What follows belongs to an exercise in optimizing a design on an open flow for small area and a short achievable clock period; a production flow would make more cautious choices.
No functional check of the RTL was part of any run shown here.
No activity file was given, so power comes from the tool's default toggle rates.

**flow/run.sh**
```bash
#!/bin/bash
# synth_recipe.tcl (not shown) runs the flow's synth.tcl, then flattens the netlist and writes it again
# the make line also repeats each setting of config.mk as NAME=value (left out here)
make -C /OpenROAD-flow-scripts/flow DESIGN_CONFIG=/design/flow/config.mk WORK_HOME=/design/flow/orfs CLKGATE_MAP_FILE= SYNTH_SCRIPT=/design/flow/synth_recipe.tcl finish
```
**flow/config.mk**
```make
export PLATFORM = sky130hd
export DESIGN_NAME = tcpStream
export DESIGN_NICKNAME = tcpStream
export VERILOG_FILES = /design/flow/design.v
export SDC_FILE = /design/flow/constraint.sdc
export NUM_CORES = 4
export LEC_CHECK = 0
export CAP_MARGIN = 20
export CORE_MARGIN = 2
export CORE_UTILIZATION = 40
export PLACE_DENSITY = 0.6
export SLEW_MARGIN = 20
```
**flow/design.v**
```verilog
`default_nettype none
package tcpStreamPkg;
	typedef logic [7:0]  byteT;
	typedef logic [31:0] ipAddrT;
	typedef logic [15:0] portT;
	typedef logic [31:0] seqNumT;
	typedef logic [15:0] lenT;
	typedef logic [5:0]  cntT;
	localparam byteT ETH_TYPE_IPV4_HI = 8'h08;
	localparam byteT ETH_TYPE_IPV4_LO = 8'h00;
	localparam byteT ETH_TYPE_VLAN_HI = 8'h81;
	localparam lenT        IP_TCP_MIN_HDR = 16'd40;	 
	localparam logic [3:0] MIN_HDR_WORDS  = 4'd5;	 
	localparam cntT MAC_BYTES      = 6'd12;	 
	localparam cntT VLAN_BYTES     = 6'd3;	 
	localparam cntT IP_FIXED_BYTES = 6'd20;
	localparam cntT TCP_PORT_BYTES = 6'd4;
	localparam cntT TCP_SEQ_BYTES  = 6'd4;
	localparam cntT TCP_ACK_BYTES  = 6'd4;
	localparam cntT TCP_REST_BYTES = 6'd6;	 
	localparam cntT IP_LEN_HI_POS = 6'd2;
	localparam cntT IP_LEN_LO_POS = 6'd3;
	localparam cntT IP_PROTO_POS  = 6'd9;
	localparam cntT IP_SRC_POS    = 6'd12;
	localparam cntT IP_DST_POS    = 6'd16;
	typedef enum logic [7:0] {
		protoTcp   = 8'd6,
		protoOther = 8'hff	 
	} ipProtoT;
	typedef enum logic [5:0] {
		stIdle,
		stMac,
		stEthTypeHi,
		stEthTypeLo,
		stVlan,
		stIpFixed,
		stIpOpt,
		stTcpPorts,
		stTcpSeq,
		stTcpAck,
		stTcpOffset,
		stTcpFlags,
		stTcpRest,
		stTcpOpt,
		stPayload
	} parseStateT;
endpackage
`default_nettype wire
`timescale 1ns/1ps
`default_nettype none
import tcpStreamPkg::*;
module frameParser (
	input  wire                  CLOCK,
	input  wire                  rst,
	input  wire                  newPkt,
	input  wire                  dataValid,
	input  wire tcpStreamPkg::byteT   data,
	input  wire tcpStreamPkg::ipAddrT srcIp,
	input  wire tcpStreamPkg::ipAddrT dstIp,
	input  wire tcpStreamPkg::portT   srcPort,
	input  wire tcpStreamPkg::portT   dstPort,
	output logic                 payValid,
	output logic                 payFirst,
	output logic                 segValid,
	output tcpStreamPkg::seqNumT segSeq,
	output logic                 segSyn,
	output tcpStreamPkg::lenT    segLen
);
	tcpStreamPkg::parseStateT state;
	tcpStreamPkg::cntT        byteCnt;
	tcpStreamPkg::cntT        fieldLen;
	logic       fieldLast;
	logic       hdrDone;
	logic       byteIn;
	logic [3:0] ihl;
	logic [3:0] dataOff;
	tcpStreamPkg::lenT        totalLen;
	logic       isTcp;
	tcpStreamPkg::seqNumT     seqReg;
	logic       synFlag;
	logic       match;		 
	logic       firstFlag;
	tcpStreamPkg::lenT        payLeft;
	tcpStreamPkg::lenT        payLen;
	logic [4:0] hdrWords;
	tcpStreamPkg::ipAddrT     addrWord;
	tcpStreamPkg::byteT       addrByte;
	tcpStreamPkg::portT       portWord;
	tcpStreamPkg::byteT       portByte;
	assign hdrWords = 5'(ihl) + 5'(dataOff);
	assign payLen   = {totalLen[15:2] - 14'(hdrWords), totalLen[1:0]};
	always_comb begin
		case (state)
			stMac:      fieldLen = MAC_BYTES;
			stVlan:     fieldLen = VLAN_BYTES;
			stIpFixed:  fieldLen = IP_FIXED_BYTES;
			stIpOpt:    fieldLen = {4'(ihl - MIN_HDR_WORDS), 2'b00};
			stTcpPorts: fieldLen = TCP_PORT_BYTES;
			stTcpSeq:   fieldLen = TCP_SEQ_BYTES;
			stTcpAck:   fieldLen = TCP_ACK_BYTES;
			stTcpRest:  fieldLen = TCP_REST_BYTES;
			stTcpOpt:   fieldLen = {4'(dataOff - MIN_HDR_WORDS), 2'b00};
			default:    fieldLen = 6'd1;	 
		endcase
	end
	assign fieldLast = byteCnt == fieldLen - 1'b1;
	assign byteIn    = dataValid && !newPkt;
	assign hdrDone = byteIn && fieldLast &&
		((state == stTcpRest && dataOff == MIN_HDR_WORDS) || state == stTcpOpt);
	assign payValid = !rst && byteIn && state == stPayload;
	assign payFirst = firstFlag;
	assign segValid = !rst && hdrDone && match;
	assign segSeq   = seqReg;
	assign segSyn   = synFlag;
	assign segLen   = payLeft;	 
	assign addrWord = (byteCnt < IP_DST_POS) ? srcIp : dstIp;
	assign addrByte = addrWord[{~byteCnt[1:0], 3'b000} +: 8];
	assign portWord = byteCnt[1] ? dstPort : srcPort;
	assign portByte = portWord[{~byteCnt[0], 3'b000} +: 8];
	always_ff @(posedge CLOCK) begin
		if (rst) begin
			state     <= stIdle;
			byteCnt   <= '0;
			match     <= 1'b0;
			firstFlag <= 1'b0;
		end else begin
			if (newPkt) begin
				state   <= stMac;
				byteCnt <= '0;
				match   <= 1'b1;
			end else if (dataValid && state != stIdle) begin
				byteCnt <= fieldLast ? '0 : byteCnt + 1'b1;
				case (state)
					stMac:       if (fieldLast) state <= stEthTypeHi;
					stEthTypeHi: begin
						if (data == ETH_TYPE_VLAN_HI)
							state <= stVlan;
						else if (data == ETH_TYPE_IPV4_HI)
							state <= stEthTypeLo;
						else
							state <= stIdle;
					end
					stEthTypeLo: state <= (data == ETH_TYPE_IPV4_LO) ? stIpFixed : stIdle;
					stVlan:      if (fieldLast) state <= stEthTypeHi;	 
					stIpFixed: begin
						if (byteCnt >= IP_SRC_POS && data != addrByte)
							match <= 1'b0;
						if (fieldLast) begin
							if (ihl < MIN_HDR_WORDS)
								state <= stIdle;	 
							else if (ihl != MIN_HDR_WORDS)
								state <= stIpOpt;
							else
								state <= isTcp ? stTcpPorts : stIdle;
						end
					end
					stIpOpt: begin
						if (fieldLast)
							state <= isTcp ? stTcpPorts : stIdle;
					end
					stTcpPorts: begin
						if (data != portByte)
							match <= 1'b0;
						if (fieldLast) state <= stTcpSeq;
					end
					stTcpSeq:    if (fieldLast) state <= stTcpAck;
					stTcpAck:    if (fieldLast) state <= stTcpOffset;
					stTcpOffset: state <= stTcpFlags;
					stTcpFlags:  state <= stTcpRest;
					stTcpRest: begin
						if (fieldLast)
							state <= (dataOff > MIN_HDR_WORDS) ? stTcpOpt : stIdle;
					end
					stTcpOpt: ;	 
					stPayload: begin
						firstFlag <= 1'b0;
						if (payLeft == 16'd1) state <= stIdle;
					end
					default: state <= stIdle;
				endcase
				if (hdrDone) begin
					if (match && payLen != '0) begin
						state     <= stPayload;
						firstFlag <= 1'b1;
					end else begin
						state <= stIdle;
					end
				end
			end
		end
	end
	always_ff @(posedge CLOCK) begin
		if (state != stPayload)
			payLeft <= payLen;
		else if (byteIn)
			payLeft <= payLeft - 1'b1;
	end
	always_ff @(posedge CLOCK) begin
		if (byteIn) begin
			case (state)
				stIpFixed: begin
					if (byteCnt == '0) ihl <= data[3:0];
					if (byteCnt == IP_LEN_HI_POS) totalLen[15:8] <= data;
					if (byteCnt == IP_LEN_LO_POS) totalLen[7:0] <= data;
					if (byteCnt == IP_PROTO_POS)  isTcp <= data == 8'(protoTcp);
				end
				stTcpSeq:    seqReg <= {seqReg[23:0], data};	 
				stTcpOffset: dataOff <= data[7:4];
				stTcpFlags:  synFlag <= data[1];
				default: ;
			endcase
		end
	end
endmodule
`default_nettype wire
`timescale 1ns/1ps
`default_nettype none
module payloadFifo #(
	parameter int fifoDepth = 64
) (
	input  wire                CLOCK,
	input  wire                rst,
	input  wire                payValid,
	input  wire tcpStreamPkg::byteT payData,
	input  wire                payFirst,
	input  wire                outReady,
	output logic               outValid,
	output tcpStreamPkg::byteT outData,
	output logic               outFirst,
	output logic               dropped
);
	localparam int ptrWidth = $clog2(fifoDepth);
	localparam int tailDepth = fifoDepth - 1;
	logic [8:0]          tail [tailDepth];
	logic [8:0]          head;
	logic [8:0]          din;
	logic [8:0]          snd;
	logic [ptrWidth-1:0] sndPtr;	 
	logic                one;	 
	logic                full;	 
	logic doWrite;
	logic doRead;
	assign din     = {payFirst, payData};
	assign doWrite = payValid && !full;
	assign doRead  = outValid && outReady;
	assign {outFirst, outData} = head;
	logic [8:0] tailRd [fifoDepth];
	always_comb begin
		for (int i = 0; i < tailDepth; i++)
			tailRd[i] = tail[i];
		tailRd[fifoDepth-1] = '0;	 
	end
	assign snd = tailRd[sndPtr];
	always_ff @(posedge CLOCK) begin
		if (doWrite) begin
			tail[0] <= din;
			for (int i = 1; i < tailDepth; i++)
				tail[i] <= tail[i-1];
		end
	end
	always_ff @(posedge CLOCK) begin
		if (doWrite && (!outValid || (doRead && one)))
			head <= din;
		else if (doRead)
			head <= snd;
	end
	always_ff @(posedge CLOCK) begin
		if (rst) begin
			sndPtr   <= ptrWidth'(fifoDepth - 2);
			outValid <= 1'b0;
			one      <= 1'b0;
			full     <= 1'b0;
			dropped  <= 1'b0;
		end else begin
			case ({doWrite, doRead})
				2'b10: begin
					sndPtr   <= sndPtr + 1'b1;
					outValid <= 1'b1;
					one      <= !outValid;
					full     <= sndPtr == ptrWidth'(fifoDepth - 3);
				end
				2'b01: begin
					sndPtr   <= sndPtr - 1'b1;
					outValid <= !one;
					one      <= outValid && sndPtr == '0;
					full     <= 1'b0;
				end
				default: ;
			endcase
			if (payValid && full)
				dropped <= 1'b1;
		end
	end
endmodule
`default_nettype wire
`timescale 1ns/1ps
`default_nettype none
import tcpStreamPkg::*;
module seqTracker (
	input  wire                 CLOCK,
	input  wire                 rst,
	input  wire                 segValid,
	input  wire tcpStreamPkg::seqNumT segSeq,
	input  wire                 segSyn,
	input  wire tcpStreamPkg::lenT    segLen,
	output logic                gapped
);
	tcpStreamPkg::seqNumT expSeq;		 
	logic   synSeen;
	logic   seqMiss;
	logic   hiPend;
	logic   loCarry;
	assign seqMiss = segSeq != expSeq;
	always_ff @(posedge CLOCK) begin
		hiPend <= segValid;
		if (segValid)	 
			{loCarry, expSeq[15:0]} <= 17'(segSeq[15:0]) + 17'(segSyn ? 16'd1 : segLen);
		if (hiPend)
			expSeq[31:16] <= segSeq[31:16] + 16'(loCarry);
	end
	always_ff @(posedge CLOCK) begin
		if (rst) begin
			synSeen <= 1'b0;
			gapped  <= 1'b0;
		end else if (segValid) begin
			if (segSyn) begin
				synSeen <= 1'b1;
				gapped  <= 1'b0;
			end else begin
				gapped <= synSeen && seqMiss;
			end
		end
	end
endmodule
`default_nettype wire
`timescale 1ns/1ps
`default_nettype none
import tcpStreamPkg::*;
module tcpStream #(
	parameter int fifoDepth = 64
) (
	input  wire                  CLOCK,
	input  wire                  rst,
	input  wire                  newPkt,
	input  wire                  dataValid,
	input  wire tcpStreamPkg::byteT   data,
	input  wire tcpStreamPkg::ipAddrT srcIp,
	input  wire tcpStreamPkg::portT   srcPort,
	input  wire tcpStreamPkg::ipAddrT dstIp,
	input  wire tcpStreamPkg::portT   dstPort,
	input  wire                  outReady,
	output logic                 outValid,
	output tcpStreamPkg::byteT   outData,
	output logic                 outFirst,
	output logic                 dropped,
	output logic                 gapped
);
	logic               rstQ;
	logic               newPktQ;
	logic               dataValidQ;
	tcpStreamPkg::byteT dataQ;
	always_ff @(posedge CLOCK) begin
		rstQ       <= rst;
		newPktQ    <= newPkt;
		dataValidQ <= dataValid;
		dataQ      <= data;
	end
	logic   payValid;
	logic   payFirst;
	logic   segValid;
	tcpStreamPkg::seqNumT segSeq;
	logic   segSyn;
	tcpStreamPkg::lenT    segLen;
	frameParser frameParser_i (
		.CLOCK(CLOCK), .rst(rstQ),
		.newPkt(newPktQ), .dataValid(dataValidQ), .data(dataQ),
		.srcIp(srcIp), .dstIp(dstIp), .srcPort(srcPort), .dstPort(dstPort),
		.payValid(payValid), .payFirst(payFirst),
		.segValid(segValid), .segSeq(segSeq), .segSyn(segSyn), .segLen(segLen)
	);
	payloadFifo #(.fifoDepth(fifoDepth)) payloadFifo_i (
		.CLOCK(CLOCK), .rst(rst),
		.payValid(payValid), .payData(dataQ), .payFirst(payFirst),
		.outReady(outReady), .outValid(outValid), .outData(outData),
		.outFirst(outFirst), .dropped(dropped)
	);
	seqTracker seqTracker_i (
		.CLOCK(CLOCK), .rst(rst),
		.segValid(segValid), .segSeq(segSeq), .segSyn(segSyn), .segLen(segLen),
		.gapped(gapped)
	);
endmodule
`default_nettype wire
```
**flow/constraint.sdc**
```tcl
create_clock -name core_clock -period 5.5 [get_ports {CLOCK}]
set_input_delay 1.1000 -clock core_clock [delete_from_list [all_inputs] [get_ports {CLOCK}]]
set_output_delay 1.1000 -clock core_clock [all_outputs]
set_load 0.01 [all_outputs]
```
==> reports/qor.csv, run 1 <==
metric;value;unit
total grt overflow;0;
fraction of registers with async set or reset after synthesis;0;%
area of the die;76300;um2
Met1 Routed Length;36600;um
total power;11300;uW
topmost layer with routed signal wires;met5;
startpoint kind of the worst setup timing path;flip-flop;
Std-Cell Core Area;73200;um2
largest cells by area after synthesis;sky130_fd_sc_hd__edfxtp_1 (69%), sky130_fd_sc_hd__a22oi_1 (3.0%), sky130_fd_sc_hd__xnor2_1 (2.6%), sky130_fd_sc_hd__dfxtp_1 (2.4%), sky130_fd_sc_hd__a221oi_1 (2.2%);
post-layout utilization of the core;47.8;%
Clk pin slew, worst setup/hold paths;60;ps
run status;finished clean;
number of standard-cell rows in the floorplan;99;
total half-perimeter wirelength after legalization and detailed placement;61700;um
clock network latency to the later pin of the worst-skew pair;650;ps
ys flop type;sky130_fd_sc_hd__edfxtp_1;
DR pass1 iterations;6;
number of clock buffers inserted by TritonCTS;75;
crit share post-route;76.0;%
count of max-cap constraint violations;0;
Met3 Routed Length;10700;um
setup violation total in the final timing report;0;
Mean Syn Cell Area;15.5;um2
global-route wire length before repair;132000;um
Worst Tran Pin Value;1270;ps
DRC violation count after routing;0;
count of hold buffers inserted by post-cts repair;0;
Antenna Nets Post-Route;0;
Arrival @ worst endpoint;4640;ps
most used cell along the critical path;sky130_fd_sc_hd__or4_1;
Max Clock Skew;36.7;ps
final-stage net count;2278;
count of flip-flops with a built-in enable after synthesis;683;
area share of the largest cell type after synthesis;69.2;%
fraction of final layout cells sized beyond drive strength 1;11.9;%
count of mapped cells out of synthesis;1909;
area of the mapped netlist;29600;um2
critical path endpoint category;flip-flop;
count of cells resized by post-cts repair;0;
shortest clock period the worst path allows after layout;4180;ps
CTS HTree Levels;3;
clock tree from TritonCTS;yes;
crit path cell chain;nand2b_1, nor2_1, buf_4, or4_1, or4_1, nor4_4, nor4_1, o31ai_1;
CP Data Required Time;5960;ps
worst vdd ir;0.205;mV
highest attainable clock frequency;0.239;GHz
share of synthesized area occupied by flip-flops and latches;71.7;%
clock tree buffer depth;3;
Buf+Inv Stages, Crit Path;1;
Worst slew margin;15.2;%
wire length per cell after detailed routing;29.6;um
Sink Count;719;
vertical die dimension;276;um
starting density of the core;40.5;%
number of antenna violations at the first check in global routing;4;
net count after synthesis;2065;
setup repair after global routing missed its margin;false;
power density cells;322;nW/um2
Horiz. Die Dim;276;um
Post-CTS Setup Inserts;0;
initial drt markers;2746;
type of the worst setup path;reg2reg;
class of the tightest hold or removal check;reg2reg;
cell family with most CP delay;simple AND/OR/NAND/NOR gates;
via count of the first global-routing pass;18900;
Overall Global Routing Usage;23.8;%
Via Count;19500;
dpl cells;3004;
most frequent cells in the layout;sky130_fd_sc_hd__edfxtp_1 (683), sky130_fd_sc_hd__a22oi_1 (120), sky130_fd_sc_hd__clkdlybuf4s50_1 (120), sky130_fd_sc_hd__nor2_1 (107), sky130_fd_sc_hd__xnor2_1 (88);
via count normalized by instance count;6.20;
leakage power of the design;0.0112;uW
number of warnings printed during yosys synthesis;6;
crit-path max FO;21;
synth-to-layout area growth;18.1;%
crit-path max cell delay;900;ps
IO buf count;120;
slowest cell on the critical path;sky130_fd_sc_hd__nor4_4;
non-filler instance count after layout;3143;
root buffer selected by CTS;sky130_fd_sc_hd__clkbuf_16;
Seq cells post-synth;719;
pin count of the biggest net entering global routing;147;
Synth cell types;80;
commonest non-fill, non-tap cell in the layout;sky130_fd_sc_hd__edfxtp_1;
routed wire length;92900;um
max-slew violation total from the final report;0;
I/O Pins;121;
endpoints failing hold;0;
total met2 wirelength after detailed routing;40800;um
top cell type by total area after synthesis;sky130_fd_sc_hd__edfxtp_1;
final sum of negative setup slack;0;ps
final weighted congestion in routability-driven placement;0.952;
area by class of cell:
type                    instances  area, um2
clock buffers                  88       1950
inverters                      34        131
diodes                          1       2.50
flip-flops and latches        719      21200
fillers                      6171      38200
multi-input cells            1105       8130
clock inverters                50        568
repair buffers                187       1780
well taps                     959       1200
cells by family after synthesis:
group / share of synthesized area, %
compound gates: 10.6
simple gates: 8.36
flops: 71.7
mux: 2.51
buf+inv: 1.22
fa+ha+maj: 2.11
xor+xnor: 3.49
where the power goes:
| group | internal, uW | switching [uW] | total [uW] |
|---|---|---|---|
| registers | 5910 | 23.1 | 5930 |
| logic | 112 | 57.2 | 169 |
| clock network | 2950 | 2210 | 5160 |
| total | 8970 | 2290 | 11300 |
stage by stage:
stage	area (um2)	setup WS (ps)	hold slack, ps
2_1_floorplan	29700	-4500	418
3_3_place_gp	32500	1490	430
3_5_place_dp	32500	1420	434
4_1_cts	35000	1400	438
5_1_grt	35000	1020	449
6_report	35000	1320	435
Yosys cell counts, drive strengths merged, types with 5 or more instances:
library cell and count:
a31oi 9, nor3 36, nor2 132, or2 11, nor4 25, a21o 5
edfxtp 683, nand3b 5, clkbuf 23, fa 5, a221oi 74, and2 6
inv 34, nand2b 20, xor2 30, o31ai 8, nand3 40, ha 42
buf 28, xnor2 88, or3 8, mux4 24, or4 15, nor2b 28
a21oi 51, a22o 71, nand4 57, o21ai 33, nand2 80, a22oi 120
a222oi 6, dfxtp 36, mux2i 17
state kept, by name, indices dropped and copies added, names as in the netlist, 4 cells and up:
signal / cells
frameParser_i.seqReg: 32
frameParser_i.dataOff: 4
payloadFifo_i.tail: 567
frameParser_i.byteCnt: 6
dataQ: 8
frameParser_i.ihl: 4
frameParser_i.state: 4
payloadFifo_i.head: 9
seqTracker_i.expSeq: 32
frameParser_i.totalLen: 16
payloadFifo_i.sndPtr: 6
frameParser_i.payLeft: 16
routing by layer:
| layer | track usage [%] | vias to the layer above |
|---|---|---|
| li1 | - | 8153 |
| met1 | 32.2 | 9721 |
| met2 | 35.5 | 1321 |
| met3 | 6.28 | 289 |
| met4 | 12.1 | 2 |
| met5 | 0 | - |
final timing paths:
| check | to | depth (start not counted) | slack, ps | startpoint |
|---|---|---|---|---|
| setup / recovery | payloadFifo_i.head[4] | 8 | 1320 | payloadFifo_i.sndPtr[2] |
| setup reg to reg | payloadFifo_i.head[4] | 8 | 1320 | payloadFifo_i.sndPtr[2] |
| hold / removal | payloadFifo_i.tail[54][3] | 0 | 440 | payloadFifo_i.tail[53][3] |
| hold reg to reg | payloadFifo_i.tail[54][3] | 0 | 440 | payloadFifo_i.tail[53][3] |
==> inputs of run 2 (changes only) <==
--- a/flow/config.mk
+++ b/flow/config.mk
@@ -7,2 +7,3 @@
 export LEC_CHECK = 0
+export ABC_CLOCK_PERIOD_IN_PS = 3500
 export CAP_MARGIN = 20
@@ -11,2 +12,3 @@
 export PLACE_DENSITY = 0.6
+export SETUP_SLACK_MARGIN = 2.0
 export SLEW_MARGIN = 20
==> run 2 against run 1 <==
Net effect:
- still clean on timing, DRC and antenna
- synthesized cell count did not move
- sequential cell count unchanged
- power is essentially flat
- critical path depth increased by 1
- via count rose by 1.1%
- area after synthesis unchanged
- core utilization grew 0.38 points
- non-clock buffer count grew 11
- global-route usage is 0.20 points lower
- first-iteration DRC count increased by 13%
- combinational power is essentially flat
- critical path type unchanged
- largest cell class unchanged
==> reports/qor.csv, run 2 <==
metric;value;unit;change
Arrival @ worst endpoint;3810;ps;-830 ps
vertical die dimension;276;um;unchanged
ys flop type;sky130_fd_sc_hd__edfxtp_1;;
Seq cells post-synth;719;;unchanged
power density cells;320;nW/um2;-0.69%
starting density of the core;40.5;%;unchanged
met3 Resource Use GR;7.13;%;+0.85 points
Overall Global Routing Usage;23.6;%;-0.20 points
final weighted congestion in routability-driven placement;0.976;;+2.6%
crit share post-route;62.6;%;-13 points
Clk pin slew, worst setup/hold paths;60;ps;about the same
met2 demand-to-capacity share in global routing;35.3;%;-0.25 points
worst vdd ir;0.235;mV;+15%
Max Clock Skew;34.2;ps;-2.53 ps
most frequent cells in the layout;sky130_fd_sc_hd__edfxtp_1 (683), sky130_fd_sc_hd__a22oi_1 (120), sky130_fd_sc_hd__clkdlybuf4s50_1 (120), sky130_fd_sc_hd__nor2_1 (105), sky130_fd_sc_hd__xnor2_1 (88);;
count of flip-flops with a built-in enable after synthesis;683;;unchanged
share of synthesized area occupied by flip-flops and latches;71.7;%;unchanged
class of the tightest hold or removal check;reg2reg;;
global-route wire length before repair;131000;um;-0.31%
IO buf count;120;;unchanged
Hold Crit Depth;0;;unchanged
synth-to-layout area growth;19.0;%;
count of max-cap constraint violations;0;;unchanged
area of the mapped netlist;29600;um2;unchanged
number of standard-cell rows in the floorplan;99;;unchanged
flip-flop count of the largest register, all copies and words added;567;;unchanged
DRC violation count after routing;0;;unchanged
area share of the largest cell type after synthesis;69.2;%;unchanged
leakage power of the design;0.0113;uW;+0.88%
Worst Tran Pin Value;1340;ps;+69.6 ps
clock tree from TritonCTS;yes;;
fraction of registers with async set or reset after synthesis;0;%;unchanged
Antenna Nets Post-Route;0;;unchanged
clock tree buffer depth;3;;unchanged
Mean Syn Cell Area;15.5;um2;unchanged
CP Data Required Time;5860;ps;-100 ps
clock network latency to the later pin of the worst-skew pair;650;ps;about the same
via count of the first global-routing pass;19200;;+1.3%
critical path endpoint category;flip-flop;;
setup violation total in the final timing report;0;;unchanged
top cells by count, synth;sky130_fd_sc_hd__edfxtp_1 (683), sky130_fd_sc_hd__nor2_1 (132), sky130_fd_sc_hd__a22oi_1 (120), sky130_fd_sc_hd__xnor2_1 (88), sky130_fd_sc_hd__nand2_1 (80);;
wire length per cell after detailed routing;29.5;um;-0.33%
Synth cell types;80;;unchanged
I/O Pins;121;;unchanged
max-slew violation total from the final report;0;;unchanged
top cell type by total area after synthesis;sky130_fd_sc_hd__edfxtp_1;;
M1 GR Usage;31.3;%;-0.95 points
crit-path max FO;21;;unchanged
routed wire length;93000;um;+0.11%
root buffer selected by CTS;sky130_fd_sc_hd__clkbuf_16;;
run status;finished clean;;
Sink Count;719;;unchanged
setup repair after global routing missed its margin;true;;
final sum of negative setup slack;0;ps;unchanged
DR pass1 iterations;11;;+5
Horiz. Die Dim;276;um;unchanged
Via Count;19700;;+1.1%
final-stage net count;2292;;+0.61%
Register-to-Register Path Depth;9;;+1
endpoints failing hold;0;;unchanged
count of mapped cells out of synthesis;1909;;unchanged
via count normalized by instance count;6.24;;+0.68%
dpl cells;2996;;-0.27%
most used standard cell by instance count after synthesis;sky130_fd_sc_hd__edfxtp_1;;
Antenna diodes;0;;-1
register name with the most flops;payloadFifo_i.tail;;
Std-Cell Core Area;73200;um2;unchanged
Worst slew margin;10.8;%;-4.4 points
total grt overflow;0;;unchanged
area of the die;76300;um2;unchanged
number of clock buffers inserted by TritonCTS;78;;+4.0%
shortest clock period the worst path allows after layout;3440;ps;-740 ps
peak-usage layer in the global routing report;met2;;
count of hold buffers inserted by post-cts repair;0;;unchanged
total half-perimeter wirelength after legalization and detailed placement;62100;um;+0.62%
commonest non-fill, non-tap cell in the layout;sky130_fd_sc_hd__edfxtp_1;;
highest attainable clock frequency;0.291;GHz;+22%
net count after synthesis;2065;;unchanged
CTS HTree Levels;3;;unchanged
startpoint kind of the worst setup timing path;flip-flop;;
initial drt markers;3104;;+13%
largest cells by area after synthesis;sky130_fd_sc_hd__edfxtp_1 (69%), sky130_fd_sc_hd__a22oi_1 (3.0%), sky130_fd_sc_hd__xnor2_1 (2.6%), sky130_fd_sc_hd__dfxtp_1 (2.4%), sky130_fd_sc_hd__a221oi_1 (2.2%);;
fraction of final layout cells sized beyond drive strength 1;14.6;%;+2.7 points
pin count of the biggest net entering global routing;204;;+39%
number of antenna violations at the first check in global routing;0;;-4
top flop regs;payloadFifo_i.tail x567, frameParser_i.seqReg x32, seqTracker_i.expSeq x32;;
number of warnings printed during yosys synthesis;6;;unchanged
type of the worst setup path;reg2reg;;
non-filler instance count after layout;3157;;+0.45%
==> run 2: per-stage QoR <==
stage	total power, uW	utilization [%]	instance area [um2]	hold slack (ps)	setup WS, ps
floorplan	6110	-	29700	418	-4500
global placement	6210	44.3	32400	429	1630
detailed placement	6220	44.3	32400	434	1500
CTS	11300	47.9	35100	438	1990
global route	11600	48.2	35300	458	1970
finish	11300	48.2	35300	443	2060
==> run 2: worst paths after layout <==
check / startpoint / to / slack [ps]
setup / recovery: payloadFifo_i.sndPtr[4] / payloadFifo_i.head[4] / 2060
setup reg to reg: payloadFifo_i.sndPtr[4] / payloadFifo_i.head[4] / 2060
hold / removal: payloadFifo_i.tail[28][5] / payloadFifo_i.tail[29][5] / 440
hold reg to reg: payloadFifo_i.tail[28][5] / payloadFifo_i.tail[29][5] / 440
==> run 2: per-layer routing <==
metal	vias up	wire length (um)
met5	-	0
met4	0	5080
met3	320	11600
met2	1427	40700
met1	9779	35600
li1	8179	-
==> run 2: repair_timing <==
item / in CTS / in global routing
endpoints found under the setup margin: 453 / 439
buffers inserted: 8 / 11
resized for setup: 38 / 31
pin swaps: 3 / 14
==> run 2: power breakdown <==
part           switching [uW]  internal, uW
registers                25.0          5910
clock network            2210          2960
logic                    54.3           115
==> run 2: logic make-up after synthesis <==
group	count (synthesis)	synth area share [%]
compound gates	414	10.6
xor+xnor	118	3.49
fa+ha+maj	47	2.11
buf+inv	85	1.22
flops	719	71.7
mux	44	2.51
simple gates	482	8.36
==> run 2: final cells by class <==
type	instances	area, um2
fill	6154	37900
multi-input combinational	1105	8330
inverter	34	131
sequential	719	21300
timing repair buffer	198	1850
clock buffer	97	2050
tap	959	1200
clock inverter	45	450
==> run 2: critical path, stage by stage (launching register included) <==
cell,delay (ps)
sky130_fd_sc_hd__dfxtp_4,500
sky130_fd_sc_hd__nor2b_1,430
sky130_fd_sc_hd__nand2_1,290
sky130_fd_sc_hd__nor2_2,950
sky130_fd_sc_hd__nor4_1,90
sky130_fd_sc_hd__nand3_1,210
sky130_fd_sc_hd__nor4_4,80
sky130_fd_sc_hd__buf_4,170
sky130_fd_sc_hd__nor4_1,370
sky130_fd_sc_hd__o31ai_1,100
==> inputs of run 3 (changes only) <==
--- a/flow/config.mk
+++ b/flow/config.mk
@@ -7,3 +7,3 @@
 export LEC_CHECK = 0
-export ABC_CLOCK_PERIOD_IN_PS = 3500
+export ABC_CLOCK_PERIOD_IN_PS = 2500
 export CAP_MARGIN = 20
@@ -12,3 +12,3 @@
 export PLACE_DENSITY = 0.6
-export SETUP_SLACK_MARGIN = 2.0
+export SETUP_SLACK_MARGIN = 3.0
 export SLEW_MARGIN = 20
==> run 3 against run 2 <==
Net effect:
- still clean
- global-route usage is 1.3 points higher
- worst hold slack better by 2.0 ps
- sequential cell count stayed put
- critical path depth is 3 higher
- die area stayed put
- wire length is 7.3% higher
- worst setup slack better by 41 ps
- critical path type unchanged
- highest routed layer unchanged
==> reports/qor.csv, run 3 <==
metric;value;unit;change
Antenna Nets Post-Route;0;;unchanged
crit-path max FO;3;;-86%
number of standard-cell rows in the floorplan;99;;unchanged
clock tree buffer depth;3;;unchanged
most used standard cell by instance count after synthesis;sky130_fd_sc_hd__edfxtp_1;;
DRC violation count after routing;0;;unchanged
register name with the most flops;payloadFifo_i.tail;;
Max Clock Skew;27.2;ps;-7.05 ps
area after detailed placement;32500;um2;+0.27%
leakage power of the design;0.0131;uW;+16%
area of the die;76300;um2;unchanged
via count of the first global-routing pass;20100;;+4.9%
post-synthesis adder-cell area fraction;2.11;%;unchanged
setup repair after global routing missed its margin;true;;
total half-perimeter wirelength after legalization and detailed placement;63500;um;+2.3%
clock tree from TritonCTS;yes;;
number of warnings printed during yosys synthesis;6;;unchanged
number of clock buffers inserted by TritonCTS;76;;-2.6%
combined area of the multi-input logic cells;9440;um2;+13%
starting density of the core;40.5;%;unchanged
CP Data Required Time;6030;ps;+170 ps
multiplexer share of the synthesized area;2.51;%;unchanged
global-route wire length before repair;139000;um;+5.5%
slowest cell on the critical path;sky130_fd_sc_hd__fa_2;;
final weighted congestion in routability-driven placement;0.944;;-3.3%
startpoint kind of the worst setup timing path;flip-flop;;
run status;finished clean;;
total grt overflow;0;;unchanged
number of antenna violations at the first check in global routing;0;;unchanged
class of the tightest hold or removal check;reg2reg;;
Arrival @ worst endpoint;3930;ps;+120 ps
fraction of the mapped netlist area in simple logic gates;8.36;%;unchanged
ys flop type;sky130_fd_sc_hd__edfxtp_1;;
fraction of registers with async set or reset after synthesis;0;%;unchanged
worst vdd ir;0.247;mV;+5.0%
wire length per cell after detailed routing;29.8;um;+1.1%
synth-to-layout area growth;30.2;%;
critical path endpoint category;flip-flop;;
Reg area;21300;um2;+0.11%
flip-flop count of the largest register, all copies and words added;567;;unchanged
area share of the largest cell type after synthesis;69.2;%;unchanged
IO buf count;120;;unchanged
max-slew violation total from the final report;0;;unchanged
crit share post-route;61.8;%;-0.74 points
type of the worst setup path;reg2reg;;
DR pass1 iterations;6;;-5
non-filler instance count after layout;3349;;+6.1%
clock network latency to the later pin of the worst-skew pair;640;ps;about the same
Worst Tran Pin Value;1140;ps;-192 ps
fraction of final layout cells sized beyond drive strength 1;27.8;%;+13 points
pin count of the biggest net entering global routing;86;;-58%
shortest clock period the worst path allows after layout;3400;ps;-40.7 ps
post-route design area;38600;um2;+9.4%
dpl cells;3006;;+0.33%
main combinational cell family by area after synthesis;compound AO/OA/AOI/OAI gates;;
largest cells by area after synthesis;sky130_fd_sc_hd__edfxtp_1 (69%), sky130_fd_sc_hd__a22oi_1 (3.0%), sky130_fd_sc_hd__xnor2_1 (2.6%), sky130_fd_sc_hd__dfxtp_1 (2.4%), sky130_fd_sc_hd__a221oi_1 (2.2%);;
count of flip-flops with a built-in enable after synthesis;683;;unchanged
compound-cell area share of the yosys netlist;10.6;%;unchanged
Worst slew margin;23.6;%;+13 points
Overall Global Routing Usage;24.9;%;+1.3 points
Mean Syn Cell Area;15.5;um2;unchanged
share of synthesized area occupied by flip-flops and latches;71.7;%;unchanged
count of max-cap constraint violations;0;;unchanged
power density cells;294;nW/um2;-7.9%
root buffer selected by CTS;sky130_fd_sc_hd__clkbuf_16;;
fillcell total;5839;;-5.1%
I/O Pins;121;;unchanged
top cells by count, synth;sky130_fd_sc_hd__edfxtp_1 (683), sky130_fd_sc_hd__nor2_1 (132), sky130_fd_sc_hd__a22oi_1 (120), sky130_fd_sc_hd__xnor2_1 (88), sky130_fd_sc_hd__nand2_1 (80);;
crit path cell chain;inv_2, fa_2, ha_4, or3_4, or3_4, a31oi_4, and2b_1, xor2_1, and4b_2, o32a_1, nor2b_4, a2111oi_4;;
XOR/XNOR Fraction of Synth Area;3.49;%;unchanged
final-stage net count;2485;;+8.4%
setup slack on the worst flop-to-flop path;2100;ps;+40 ps
routed wire length;99800;um;+7.3%
commonest non-fill, non-tap cell in the layout;sky130_fd_sc_hd__edfxtp_1;;
area of the mapped netlist;29600;um2;unchanged
initial drt markers;2673;;-14%
endpoints failing hold;0;;unchanged
Clk pin slew, worst setup/hold paths;60;ps;about the same
Horiz. Die Dim;276;um;unchanged
top flop regs;payloadFifo_i.tail x567, frameParser_i.seqReg x32, seqTracker_i.expSeq x32;;
Synth cell types;80;;unchanged
top cell type by total area after synthesis;sky130_fd_sc_hd__edfxtp_1;;
Via Count;20700;;+5.2%
count of mapped cells out of synthesis;1909;;unchanged
most used cell along the critical path;sky130_fd_sc_hd__or3_4;;
most frequent cells in the layout;sky130_fd_sc_hd__edfxtp_1 (683), sky130_fd_sc_hd__buf_4 (175), sky130_fd_sc_hd__a22oi_1 (103), sky130_fd_sc_hd__xnor2_1 (87), sky130_fd_sc_hd__clkbuf_16 (80);;
count of hold buffers inserted by post-cts repair;0;;unchanged
via count normalized by instance count;6.19;;-0.79%
Std-Cell Core Area;73200;um2;unchanged
CTS HTree Levels;3;;unchanged
setup violation total in the final timing report;0;;unchanged
highest attainable clock frequency;0.294;GHz;+1.2%
Seq cells post-synth;719;;unchanged
vertical die dimension;276;um;unchanged
net count after synthesis;2065;;unchanged
crit-path max cell delay;410;ps;-540 ps
Sink Count;719;;unchanged
final sum of negative setup slack;0;ps;unchanged
-- run 3: cells by family (layout without fill, tap and decap cells) --
family / after synthesis / after routing
flip-flops: 719 / 719
AND/OR/NAND/NOR: 482 / 485
AO/OA/AOI/OAI: 414 / 414
XOR/XNOR: 118 / 118
buffers and inverters: 85 / 562
adder cells (fa/ha/maj): 47 / 47
multiplexers: 44 / 44
other: 0 / 1
-- run 3: timing repair --
| item | in CTS | in global routing |
|---|---|---|
| pin swaps | 55 | 91 |
| resized for setup | 326 | 162 |
| setup buffers | 107 | 86 |
| cloned | 7 | 4 |
| setup endpoints to repair | 693 | 619 |
-- run 3: report_power, final --
part / internal, uW / leakage (uW) / switching, uW
registers: 5900 / 0.00646 / 28.2
logic: 106 / 0.00546 / 59.1
clock network: 3050 / 0.00122 / 2210
-- run 3: path summary, 6_finish.rpt --
kind                            depth (start not counted)                   endpoint                      start
worst max register to register                         12     frameParser_i.state[2]       frameParser_i.ihl[3]
worst min register to register                          0  payloadFifo_i.tail[17][1]  payloadFifo_i.tail[16][1]
worst min-delay path                                    0  payloadFifo_i.tail[17][1]  payloadFifo_i.tail[16][1]
worst max-delay path                                   12     frameParser_i.state[2]       frameParser_i.ihl[3]
-- run 3: through the flow --
stage	setup slack, ps	utilization [%]	total power [uW]	hold slack (ps)
6_report	2100	52.7	11400	445
5_1_grt	1960	52.7	11600	456
4_1_cts	2090	50.6	11400	448
3_5_place_dp	1590	44.4	6220	434
3_3_place_gp	1730	44.4	6210	430
2_1_floorplan	-4500	-	6110	418
-- run 3: area by class of cell --
type | count | share of cell area, %
flip-flops and latches | 719 | 55.2
repair inverters | 1 | 0.0195
clock buffers | 94 | 5.21
clock inverters | 44 | 1.36
diodes | 1 | 0.00649
inverters | 34 | 0.354
multi-input cells | 1108 | 24.5
repair buffers | 389 | 10.3
well taps | 959 | 3.11
-- run 3: routing by layer --
metal	GRT usage (%)	wire (um)
met5	0	0
met2	38.2	44500
met4	11.7	5360
met1	33.2	38200
met3	6.31	11700
-- run 3: critical path, delay by kind of cell (launching register included) --
| family | cells | cell delay [ps] |
|---|---|---|
| buffers and inverters | 1 | 70 |
| adders and majority gates | 2 | 580 |
| DFF | 1 | 360 |
| and+or+nand+nor | 5 | 1290 |
| xor gates and xnor gates | 1 | 190 |
| AOI/OAI and AO/OA | 3 | 830 |
==> inputs of run 4 (changes only) <==
--- a/flow/design.v
+++ b/flow/design.v
@@ -76,3 +76,2 @@
 	logic [3:0] dataOff;
-	tcpStreamPkg::lenT        totalLen;
 	logic       isTcp;
@@ -83,3 +82,3 @@
 	tcpStreamPkg::lenT        payLeft;
-	tcpStreamPkg::lenT        payLen;
+	tcpStreamPkg::lenT        payLen;		 
 	logic [4:0] hdrWords;
@@ -89,4 +88,4 @@
 	tcpStreamPkg::byteT       portByte;
-	assign hdrWords = 5'(ihl) + 5'(dataOff);
-	assign payLen   = {totalLen[15:2] - 14'(hdrWords), totalLen[1:0]};
+	assign hdrWords = 5'(ihl) + 5'(data[7:4]);
+	assign payLen   = {payLeft[15:2] - 14'(hdrWords), payLeft[1:0]};
 	always_comb begin
@@ -109,3 +108,3 @@
 		((state == stTcpRest && dataOff == MIN_HDR_WORDS) || state == stTcpOpt);
-	assign payValid = !rst && byteIn && state == stPayload;
+	assign payValid = !rst && byteIn && inPay;
 	assign payFirst = firstFlag;
@@ -119,2 +118,72 @@
 	assign portByte = portWord[{~byteCnt[0], 3'b000} +: 8];
+	tcpStreamPkg::parseStateT stateNext;
+	logic       matchNext;
+	logic       firstNext;
+	logic       inPay;		 
+	always_comb begin
+		stateNext = state;
+		matchNext = match;
+		firstNext = firstFlag;
+		if (newPkt) begin
+			stateNext = stMac;
+			matchNext = 1'b1;
+		end else if (dataValid && state != stIdle) begin
+			case (state)
+				stMac:       if (fieldLast) stateNext = stEthTypeHi;
+				stEthTypeHi: begin
+					if (data == ETH_TYPE_VLAN_HI)
+						stateNext = stVlan;
+					else if (data == ETH_TYPE_IPV4_HI)
+						stateNext = stEthTypeLo;
+					else
+						stateNext = stIdle;
+				end
+				stEthTypeLo: stateNext = (data == ETH_TYPE_IPV4_LO) ? stIpFixed : stIdle;
+				stVlan:      if (fieldLast) stateNext = stEthTypeHi;	 
+				stIpFixed: begin
+					if (byteCnt >= IP_SRC_POS && data != addrByte)
+						matchNext = 1'b0;
+					if (fieldLast) begin
+						if (ihl < MIN_HDR_WORDS)
+							stateNext = stIdle;	 
+						else if (ihl != MIN_HDR_WORDS)
+							stateNext = stIpOpt;
+						else
+							stateNext = isTcp ? stTcpPorts : stIdle;
+					end
+				end
+				stIpOpt: begin
+					if (fieldLast)
+						stateNext = isTcp ? stTcpPorts : stIdle;
+				end
+				stTcpPorts: begin
+					if (data != portByte)
+						matchNext = 1'b0;
+					if (fieldLast) stateNext = stTcpSeq;
+				end
+				stTcpSeq:    if (fieldLast) stateNext = stTcpAck;
+				stTcpAck:    if (fieldLast) stateNext = stTcpOffset;
+				stTcpOffset: stateNext = stTcpFlags;
+				stTcpFlags:  stateNext = stTcpRest;
+				stTcpRest: begin
+					if (fieldLast)
+						stateNext = (dataOff > MIN_HDR_WORDS) ? stTcpOpt : stIdle;
+				end
+				stTcpOpt: ;	 
+				stPayload: begin
+					firstNext = 1'b0;
+					if (payLeft == 16'd1) stateNext = stIdle;
+				end
+				default: stateNext = stIdle;
+			endcase
+			if (hdrDone) begin
+				if (match && payLeft != '0) begin
+					stateNext = stPayload;
+					firstNext = 1'b1;
+				end else begin
+					stateNext = stIdle;
+				end
+			end
+		end
+	end
 	always_ff @(posedge CLOCK) begin
@@ -122,2 +191,3 @@
 			state     <= stIdle;
+			inPay     <= 1'b0;
 			byteCnt   <= '0;
@@ -126,65 +196,10 @@
 		end else begin
-			if (newPkt) begin
-				state   <= stMac;
+			state     <= stateNext;
+			inPay     <= stateNext == stPayload;
+			match     <= matchNext;
+			firstFlag <= firstNext;
+			if (newPkt)
 				byteCnt <= '0;
-				match   <= 1'b1;
-			end else if (dataValid && state != stIdle) begin
+			else if (dataValid && state != stIdle)
 				byteCnt <= fieldLast ? '0 : byteCnt + 1'b1;
-				case (state)
-					stMac:       if (fieldLast) state <= stEthTypeHi;
-					stEthTypeHi: begin
-						if (data == ETH_TYPE_VLAN_HI)
-							state <= stVlan;
-						else if (data == ETH_TYPE_IPV4_HI)
-							state <= stEthTypeLo;
-						else
-							state <= stIdle;
-					end
-					stEthTypeLo: state <= (data == ETH_TYPE_IPV4_LO) ? stIpFixed : stIdle;
-					stVlan:      if (fieldLast) state <= stEthTypeHi;	 
-					stIpFixed: begin
-						if (byteCnt >= IP_SRC_POS && data != addrByte)
-							match <= 1'b0;
-						if (fieldLast) begin
-							if (ihl < MIN_HDR_WORDS)
-								state <= stIdle;	 
-							else if (ihl != MIN_HDR_WORDS)
-								state <= stIpOpt;
-							else
-								state <= isTcp ? stTcpPorts : stIdle;
-						end
-					end
-					stIpOpt: begin
-						if (fieldLast)
-							state <= isTcp ? stTcpPorts : stIdle;
-					end
-					stTcpPorts: begin
-						if (data != portByte)
-							match <= 1'b0;
-						if (fieldLast) state <= stTcpSeq;
-					end
-					stTcpSeq:    if (fieldLast) state <= stTcpAck;
-					stTcpAck:    if (fieldLast) state <= stTcpOffset;
-					stTcpOffset: state <= stTcpFlags;
-					stTcpFlags:  state <= stTcpRest;
-					stTcpRest: begin
-						if (fieldLast)
-							state <= (dataOff > MIN_HDR_WORDS) ? stTcpOpt : stIdle;
-					end
-					stTcpOpt: ;	 
-					stPayload: begin
-						firstFlag <= 1'b0;
-						if (payLeft == 16'd1) state <= stIdle;
-					end
-					default: state <= stIdle;
-				endcase
-				if (hdrDone) begin
-					if (match && payLen != '0) begin
-						state     <= stPayload;
-						firstFlag <= 1'b1;
-					end else begin
-						state <= stIdle;
-					end
-				end
-			end
 		end
@@ -192,6 +207,12 @@
 	always_ff @(posedge CLOCK) begin
-		if (state != stPayload)
-			payLeft <= payLen;
-		else if (byteIn)
-			payLeft <= payLeft - 1'b1;
+		if (byteIn) begin
+			if (inPay)
+				payLeft <= payLeft - 1'b1;
+			else if (state == stIpFixed && byteCnt == IP_LEN_HI_POS)
+				payLeft[15:8] <= data;
+			else if (state == stIpFixed && byteCnt == IP_LEN_LO_POS)
+				payLeft[7:0] <= data;
+			else if (state == stTcpOffset)
+				payLeft <= payLen;
+		end
 	end
@@ -202,4 +223,2 @@
 					if (byteCnt == '0) ihl <= data[3:0];
-					if (byteCnt == IP_LEN_HI_POS) totalLen[15:8] <= data;
-					if (byteCnt == IP_LEN_LO_POS) totalLen[7:0] <= data;
 					if (byteCnt == IP_PROTO_POS)  isTcp <= data == 8'(protoTcp);
--- a/flow/config.mk
+++ b/flow/config.mk
@@ -7,3 +7,3 @@
 export LEC_CHECK = 0
-export ABC_CLOCK_PERIOD_IN_PS = 2500
+export ABC_CLOCK_PERIOD_IN_PS = 3500
 export CAP_MARGIN = 20
@@ -12,3 +12,3 @@
 export PLACE_DENSITY = 0.6
-export SETUP_SLACK_MARGIN = 3.0
+export SETUP_SLACK_MARGIN = 2.0
 export SLEW_MARGIN = 20
==> run 4 against run 3 <==
Net effect:
- still clean on timing, DRC and antenna
- clock power is 3% lower
- sequential cell count is 13 lower
- register-to-register slack worse by 40 ps
- non-clock buffer count is 170 lower
- clock skew is 0.78 ps higher
- sequential share of layout area is 3.8 points higher
- core utilization is 4.3 points lower
- fmax is 1.0% lower
- worst hold slack worse by 7.7 ps
- power is 1.9% lower
- first-iteration DRC count is 35% higher
- die area is 0.36% lower
- critical endpoint is now payloadFifo_i.head[3]
==> reports/qor.csv, run 4 <==
metric;value;unit;change
critical path endpoint category;flip-flop;;
non-filler instance count after layout;3234;;-3.4%
vertical die dimension;276;um;-0.18%
type of the worst setup path;reg2reg;;
Sink Count;706;;-1.8%
internal power;8850;uW;-2.3%
Synth cell types;83;;+3.8%
Clk pin slew, worst setup/hold paths;60;ps;about the same
number of warnings printed during yosys synthesis;6;;unchanged
crit-path max cell delay;450;ps;+40 ps
number of antenna violations at the first check in global routing;2;;+2
endpoints failing hold;0;;unchanged
most frequent cells in the layout;sky130_fd_sc_hd__edfxtp_1 (667), sky130_fd_sc_hd__a22oi_1 (170), sky130_fd_sc_hd__clkdlybuf4s50_1 (120), sky130_fd_sc_hd__nor2_1 (119);;
switch share;20.5;%;+0.28 points
final-stage net count;2370;;-4.6%
via count of the first global-routing pass;18900;;-6.3%
slowest cell on the critical path;sky130_fd_sc_hd__dfxtp_1;;
dpl cells;3082;;+2.5%
clock network latency to the later pin of the worst-skew pair;640;ps;about the same
synth-to-layout area growth;19.6;%;
share of synthesized area occupied by flip-flops and latches;70.5;%;-1.2 points
commonest non-fill, non-tap cell in the layout;sky130_fd_sc_hd__edfxtp_1;;
proportion of power drawn by combinational gates;2.2;%;+0.7 points
clock tree buffer depth;3;;unchanged
max-slew violation total from the final report;0;;unchanged
power density cells;315;nW/um2;+7.1%
worst vdd ir;0.354;mV;+43%
CTS HTree Levels;3;;unchanged
final sum of negative setup slack;0;ps;unchanged
leakage power of the design;0.0114;uW;-13%
Std-Cell Core Area;73000;um2;-0.34%
pin count of the biggest net entering global routing;118;;+37%
fraction of the mapped netlist area in simple logic gates;8.75;%;+0.39 points
wire length per cell after detailed routing;29.7;um;-0.34%
largest cells by area after synthesis;sky130_fd_sc_hd__edfxtp_1 (68%), sky130_fd_sc_hd__a22oi_1 (4.3%), sky130_fd_sc_hd__dfxtp_1 (2.6%), sky130_fd_sc_hd__xnor2_1 (2.6%), sky130_fd_sc_hd__nor2_1 (1.9%);;
ys flop type;sky130_fd_sc_hd__edfxtp_1;;
DR pass1 iterations;6;;unchanged
area of the die;76000;um2;-0.36%
starting density of the core;40.5;%;about the same
Antenna Nets Post-Route;0;;unchanged
clock tree from TritonCTS;yes;;
Seq cells post-synth;706;;-1.8%
I/O Pins;121;;unchanged
setup repair after global routing missed its margin;true;;
fraction of power consumed by the clock network;45.7;%;-0.6 points
post-synthesis adder-cell area fraction;2.12;%;+0.0078 points
post-layout utilization of the core;48.4;%;-4.3 points
IO buf count;120;;unchanged
count of flip-flops with a built-in enable after synthesis;667;;-2.3%
via count normalized by instance count;6.35;;+2.5%
Reg power frac;52.1;%;about the same
compound-cell area share of the yosys netlist;11.7;%;+1.1 points
DRC violation count after routing;0;;unchanged
count of max-cap constraint violations;0;;unchanged
crit share post-route;62.5;%;+0.64 points
fraction of final layout cells sized beyond drive strength 1;14.6;%;-13 points
run status;finished clean;;
most used standard cell by instance count after synthesis;sky130_fd_sc_hd__edfxtp_1;;
startpoint kind of the worst setup timing path;flip-flop;;
number of clock buffers inserted by TritonCTS;73;;-3.9%
highest attainable clock frequency;0.291;GHz;-1.0%
top cell type by total area after synthesis;sky130_fd_sc_hd__edfxtp_1;;
crit path cell chain;inv_1, ha_2, nand3_1, nor2_1, buf_4, buf_4, a22o_1, a221oi_1, nand4_1, nor4_4, nand2_1, o21ai_0, o21ai_0;;
register name with the most flops;payloadFifo_i.tail;;
shortest clock period the worst path allows after layout;3440;ps;+35.4 ps
initial drt markers;3618;;+35%
total grt overflow;0;;unchanged
routed wire length;96000;um;-3.8%
total half-perimeter wirelength after legalization and detailed placement;63400;um;-0.23%
Horiz. Die Dim;276;um;-0.18%
area of the mapped netlist;29500;um2;-0.37%
total power;11100;uW;-1.9%
flip-flop count of the largest register, all copies and words added;567;;unchanged
area after detailed placement;32500;um2;+0.18%
net count after synthesis;2138;;+3.5%
class of the tightest hold or removal check;reg2reg;;
Worst Tran Pin Value;1210;ps;+64.1 ps
final weighted congestion in routability-driven placement;0.955;;+1.1%
top cells by count, synth;sky130_fd_sc_hd__edfxtp_1 (667), sky130_fd_sc_hd__a22oi_1 (170), sky130_fd_sc_hd__nor2_1 (152), sky130_fd_sc_hd__nand2_1 (92), sky130_fd_sc_hd__xnor2_1 (87);;
Arrival @ worst endpoint;3790;ps;-140 ps
main combinational cell family by area after synthesis;compound AO/OA/AOI/OAI gates;;
setup violation total in the final timing report;0;;unchanged
root buffer selected by CTS;sky130_fd_sc_hd__clkbuf_16;;
Via Count;20500;;-0.99%
multiplexer share of the synthesized area;2.24;%;-0.27 points
count of mapped cells out of synthesis;1982;;+3.8%
top flop regs;payloadFifo_i.tail x567, frameParser_i.seqReg x32, seqTracker_i.expSeq x32;;
setup slack on the worst flop-to-flop path;2060;ps;-40 ps
number of standard-cell rows in the floorplan;99;;unchanged
Mean Syn Cell Area;14.9;um2;-4.0%
CP Data Required Time;5860;ps;-170 ps
Max Clock Skew;27.9;ps;+0.779 ps
crit-path max FO;11;;+8
fraction of registers with async set or reset after synthesis;0;%;unchanged
XOR/XNOR Fraction of Synth Area;3.26;%;-0.22 points
count of hold buffers inserted by post-cts repair;0;;unchanged
P_sw;2280;uW;-0.57%
global-route wire length before repair;134000;um;-3.2%
Worst slew margin;19.2;%;-4.5 points
post-route design area;35300;um2;-8.4%
area share of the largest cell type after synthesis;67.8;%;-1.4 points
Overall Global Routing Usage;24.8;%;-0.11 points
==> run 4: power groups by stage <==
| stage | combinational (uW) | clock (uW) | sequential (uW) |
|---|---|---|---|
| detailed placement | 234 | 0 | 5920 |
| global placement | 233 | 0 | 5920 |
| CTS | 236 | 5140 | 5810 |
| finish | 244 | 5090 | 5810 |
| global route | 261 | 5330 | 5810 |
| floorplan | 119 | 0 | 5920 |
==> run 4: cell families (layout without fill, tap and decap cells) <==
family,Yosys count,count (layout)
flip-flops,706,706
buffers and inverters,103,393
multiplexers,36,36
XOR/XNOR,110,110
other,0,3
AND/OR/NAND/NOR,515,515
adder cells (fa/ha/maj),47,47
AO/OA/AOI/OAI,465,465
==> run 4: metal layers <==
metal  wire (um)  up-vias  GRT usage (%)
met1       38500    10200           35.9
li1            -     8426              -
met5          13        -              0
met3       14200      240           8.66
met4        3610        2           8.78
met2       39700     1710           34.2
==> run 4: per-stage QoR <==
stage,hold slack [ps],worst slack (ps)
after floorplan,421,-4180
after global placement,428,1630
after detailed placement,433,1500
after CTS,437,2000
after global routing,452,1970
final,437,2060
==> run 4: area by class of cell <==
cell class / count / area [um2]
Sequential cell: 706 / 20800
Fill cell: 6131 / 37600
Clock buffer: 87 / 1930
Antenna cell: 3 / 7.51
Tap cell: 959 / 1200
Multi-Input combinational cell: 1173 / 8620
Inverter: 41 / 161
Clock inverter: 46 / 518
Timing Repair Buffer: 219 / 2050
==> run 4: repair_timing <==
item | CTS | global route
pin swaps | 0 | 4
gates resized for setup | 21 | 28
endpoints found under the hold margin | 0 | 0
endpoints found under the setup margin | 49 | 46
buffers inserted | 1 | 15
==> run 4: final timing paths <==
| path | depth (start not counted) | end | start |
|---|---|---|---|
| worst max-delay path | 13 | payloadFifo_i.head[3] | payloadFifo_i.sndPtr[0] |
| worst min-delay path | 0 | payloadFifo_i.tail[16][5] | payloadFifo_i.tail[15][5] |
| worst max register to register | 13 | payloadFifo_i.head[3] | payloadFifo_i.sndPtr[0] |
| worst min register to register | 0 | payloadFifo_i.tail[16][5] | payloadFifo_i.tail[15][5] |
==> run 4: critical path: cells and delay by family, from the launching register on <==
kind            cells  cell delay, ps
simple gates        5            1100
compound gates      4             820
buf+inv             3             500
flops               1             450
fa+ha+maj           1             290

## port drivers added, routing unchanged
No port has a modelled driver above. Below, the same layouts with a new extraction and two added sets of constraints.
Step 1, drivers: a clkbuf_16 drives CLOCK and a buf_2 each remaining input, both assumed.
Step 2 moves the port delays by t, midway between the first and last clock arrival at a register: inputs arrive t later, outputs are due t later. That takes back most of the time a late clock gives input paths.
a / b / c = ideal / step 1 / step 2; a / b = the first two.
run	shift t [ns]	setup slack, ns	latest minus earliest clock arrival (ns)	slew at the worst register clock pin (ns)	cell pins on the clock port's net
run 1	0.698	1.318 / 1.318 / 1.318	0.038 / 0.039	0.07 / 0.07	1
run 2	0.691	2.058 / 2.058 / 2.058	0.043 / 0.042	0.07 / 0.07	1
run 3	0.690	2.099 / 2.099 / 2.099	0.030 / 0.030	0.07 / 0.07	1
run 4	0.686	2.063 / 2.063 / 2.033	0.034 / 0.034	0.07 / 0.07	1
After both steps setup and hold are still met in every run listed. The setup slack of run 4, which loses most, moves by 0.000 ns with the drivers and by -0.030 ns with both steps.
